Context: an optimization exercise on an open-source flow, tuned for small area, a short achievable clock period and few clock cycles per item. The choices shown serve that exercise and are no tape-out recipe.
In this exercise RTL edits were held to simulation tests only and were not proved equivalent to the original.

==> flow/design.v (excerpt) <==
module lookahead_peak_limiter #(
   parameter int LOOKAHEAD_DEPTH = 64,
   parameter logic [15:0] DIV_CUT = 16'b0010_0100_1001_0010
) (
   input  logic                                  clock,
   input  logic                                  reset,
   input  logic                                  req_valid,
   output logic                                  req_ready,
   input  logic [lpl_pkg::SAMPLE_W:0]            req_data,
   output logic                                  rsp_valid,
   input  logic                                  rsp_ready,
   output logic [lpl_pkg::SAMPLE_W:0]            rsp_data,
   input  logic                                  csr_valid,
   output logic                                  csr_ready,
   input  logic [lpl_pkg::CSR_IDX_W-1:0]         csr_index,
   input  logic [lpl_pkg::CSR_DATA_W-1:0]        csr_wdata
);
export LEC_CHECK = 0
export ABC_AREA = 1
export CAP_MARGIN = 20
export CORE_MARGIN = 2
export CORE_UTILIZATION = 40
export CTS_CLUSTER_DIAMETER = 100
export CTS_CLUSTER_SIZE = 20
export SLEW_MARGIN = 20
create_clock -name core_clock -period 8.0 [get_ports {clock}]
run.sh (not shown) runs the stock make flow with config.mk's settings and CLKGATE_MAP_FILE= SYNTH_SCRIPT=/design/flow/synth_recipe.tcl, a recipe that flattens the netlist after the stock synthesis.
The baseline produced a clean layout.
Testbench counts at the start, summed over its fixed seeds: cycles 12,064, items 12,000.
Next try:
--- a/flow/design.v
+++ b/flow/design.v
@@ -49,25 +49,25 @@
 );
    localparam int PTR_W = $clog2(LOOKAHEAD_DEPTH);
    localparam int SIDE_W = 21;    
    logic                                enable_ff;
    logic [lpl_pkg::GAIN_W-1:0]          thr_ff;
    logic [lpl_pkg::COEFF_W-1:0]         attack_ff;
    logic [lpl_pkg::COEFF_W-1:0]         release_ff;
    logic [lpl_pkg::GAIN_W-1:0]          gain_ff;
    logic                                seen_ff;
    logic [PTR_W:0]                      fill_ff;     
    logic [PTR_W-1:0]                    phase_ff;    
    logic                                sc_valid_ff, sc_bypass_ff, sc_active_ff;
-   logic [7:0]                          sc_one_ff, sc_two_ff, sc_neg_ff;
+   logic signed [lpl_pkg::SAMPLE_W-1:0] sc_old_ff;
    logic                                rsp_valid_ff;
    logic [lpl_pkg::SAMPLE_W:0]          rsp_data_ff;
    logic                                adv;
    logic                                csr_write;
    assign csr_ready = 1'b1;
    assign csr_write = csr_valid;
    assign rsp_valid = rsp_valid_ff;
    assign rsp_data  = rsp_data_ff;
    assign req_ready = adv;
    logic [16:0][15:0]       rem;
    logic [16:0][15:0]       quo;
    logic [16:0][SIDE_W-1:0] side;
@@ -272,74 +272,70 @@
                lpl_pkg::CSR_THRESHOLD: thr_ff     <= csr_wdata;
                lpl_pkg::CSR_ATTACK:    attack_ff  <= csr_wdata[lpl_pkg::COEFF_W-1:0];
                lpl_pkg::CSR_RELEASE:   release_ff <= csr_wdata[lpl_pkg::COEFF_W-1:0];
                default: begin
                end
             endcase
          end
       end
    end
    always_ff @(posedge clock) begin
       phase_ff <= ring_wr ? '0 : phase_ff + 1'b1;
    end
-   logic signed [lpl_pkg::SAMPLE_W-1:0] old_sel;
-   logic [16:0]                         old_x;
-   logic [7:0]                          old_one, old_two, old_neg;
-   assign old_sel = sm_bypass ? sm_x : (filled ? ring_rd : '0);
-   assign old_x   = {old_sel, 1'b0};
-   for (genvar i = 0; i < 8; i++) begin : g_old_ctl
-      logic b0, b1, b2;
-      assign b2         = old_x[2*i+2];
-      assign b1         = old_x[2*i+1];
-      assign b0         = old_x[2*i];
-      assign old_one[i] = b1 ^ b0;
-      assign old_two[i] = (b2 & !b1 & !b0) | (!b2 & b1 & b0);
-      assign old_neg[i] = b2 & !(b1 & b0);
-   end
    always_ff @(posedge clock) begin
       if (adv) begin
          sc_bypass_ff <= sm_bypass;
-         sc_one_ff    <= old_one;
-         sc_two_ff    <= old_two;
-         sc_neg_ff    <= old_neg;
+         sc_old_ff    <= sm_bypass ? sm_x : (filled ? ring_rd : '0);
          sc_active_ff <= !sm_bypass && sm_last &&
                          (seen_ff || sm_limited || !near_unity);
       end
       if (reset) begin
          sc_valid_ff <= 1'b0;
       end else if (adv) begin
          sc_valid_ff <= sm_valid;
       end
    end
    localparam logic [31:0] SCALE_SIGN_FIX = 32'(-(
-      (34'd1 << 18) + (34'd1 << 20) + (34'd1 << 22) + (34'd1 << 24) +
-      (34'd1 << 26) + (34'd1 << 28) + (34'd1 << 30) + (34'd1 << 32)));
-   logic [18:0]      gain_x;
-   logic [7:0][18:0] scale_row;
+      (34'd1 << 17) + (34'd1 << 19) + (34'd1 << 21) + (34'd1 << 23) +
+      (34'd1 << 25) + (34'd1 << 27) + (34'd1 << 29) + (34'd1 << 31)));
+   logic [17:0]      gain_x;
+   logic [7:0][17:0] scale_row;
+   logic [7:0]       scale_neg;
    logic [31:0]      scale_prod;
-   assign gain_x = sc_bypass_ff ? {2'b00, lpl_pkg::GAIN_UNITY} : {2'b00, gain_ff};
+   assign gain_x = {2'b00, gain_ff[15:0]};
    for (genvar i = 0; i < 8; i++) begin : g_scale_pp
-      logic [18:0] sel;
-      assign sel          = sc_one_ff[i] ? gain_x : (sc_two_ff[i] ? {gain_x[17:0], 1'b0} : '0);
-      assign scale_row[i] = sel ^ {19{sc_neg_ff[i]}};
+      logic b0, b1, b2, one, two;
+      logic [17:0] sel;
+      assign b2 = sc_old_ff[2*i+1];
+      assign b1 = sc_old_ff[2*i];
+      if (i == 0) begin : g_first
+         assign b0 = 1'b0;
+      end else begin : g_next
+         assign b0 = sc_old_ff[2*i-1];
+      end
+      assign one          = b1 ^ b0;
+      assign two          = (b2 & !b1 & !b0) | (!b2 & b1 & b0);
+      assign scale_neg[i] = b2 & !(b1 & b0);
+      assign sel          = one ? gain_x : (two ? {gain_x[16:0], 1'b0} : '0);
+      assign scale_row[i] = sel ^ {18{scale_neg[i]}};
    end
    always_comb begin
       scale_prod = SCALE_SIGN_FIX;
       for (int i = 0; i < 8; i++) begin
-         scale_prod = scale_prod + (32'({!scale_row[i][18], scale_row[i][17:0]}) << (2*i)) +
-                      (32'(sc_neg_ff[i]) << (2*i));
+         scale_prod = scale_prod + (32'({!scale_row[i][17], scale_row[i][16:0]}) << (2*i)) +
+                      (32'(scale_neg[i]) << (2*i));
       end
    end
    always_ff @(posedge clock) begin
       if (adv) begin
-         rsp_data_ff[16:1] <= scale_prod[31:16];
+         rsp_data_ff[16:1] <= (sc_bypass_ff || gain_ff[16]) ? sc_old_ff : scale_prod[31:16];
          rsp_data_ff[0]    <= sc_active_ff;
       end
       if (reset) begin
          rsp_valid_ff <= 1'b0;
       end else if (adv) begin
          rsp_valid_ff <= sc_valid_ff;
       end else if (rsp_ready) begin
          rsp_valid_ff <= 1'b0;
       end
    end
 endmodule
Effect: Hold slack gets better by 0.027 ns. Utilization falls by 0.11 points. Worst setup slack gets better by 0.10 ns. Routed wire length rises by 0.43%. Register-to-register slack gets better by 0.10 ns. Global-route usage rises by 0.42 points.
Testbench counts after the change, summed over its fixed seeds: cycles 12,064, items 12,000.

==> what the ideal ports hide <==
The flow's constraints put no driver on any port. The routed layouts listed below were extracted and timed again, unchanged, in two steps. Step 1 sets driving cells, clkbuf_16 on the clock port and buf_2 on the other inputs (assumed; they add their load-dependent delay and slew). Step 2 adds t to the input delays and takes it off the output delays; t is the mean of the earliest and latest rising clock arrival at the registers after step 1. Input paths then give back, and output paths get back, about the clock's delay inside the block. Three values: ideal, step 1, step 2; two values: the first two.
run | t (ns) | setup slack, ns | worst setup path at the end
the first run | 0.789 | 0.353 / 0.353 / 0.353 | register to register
the second run | 0.808 | 0.458 / 0.458 / 0.320 | input to register
After both steps every run listed still meets setup and hold. The setup slack of the second run, which loses most, moves by 0.000 ns with the drivers and by -0.138 ns with both steps.
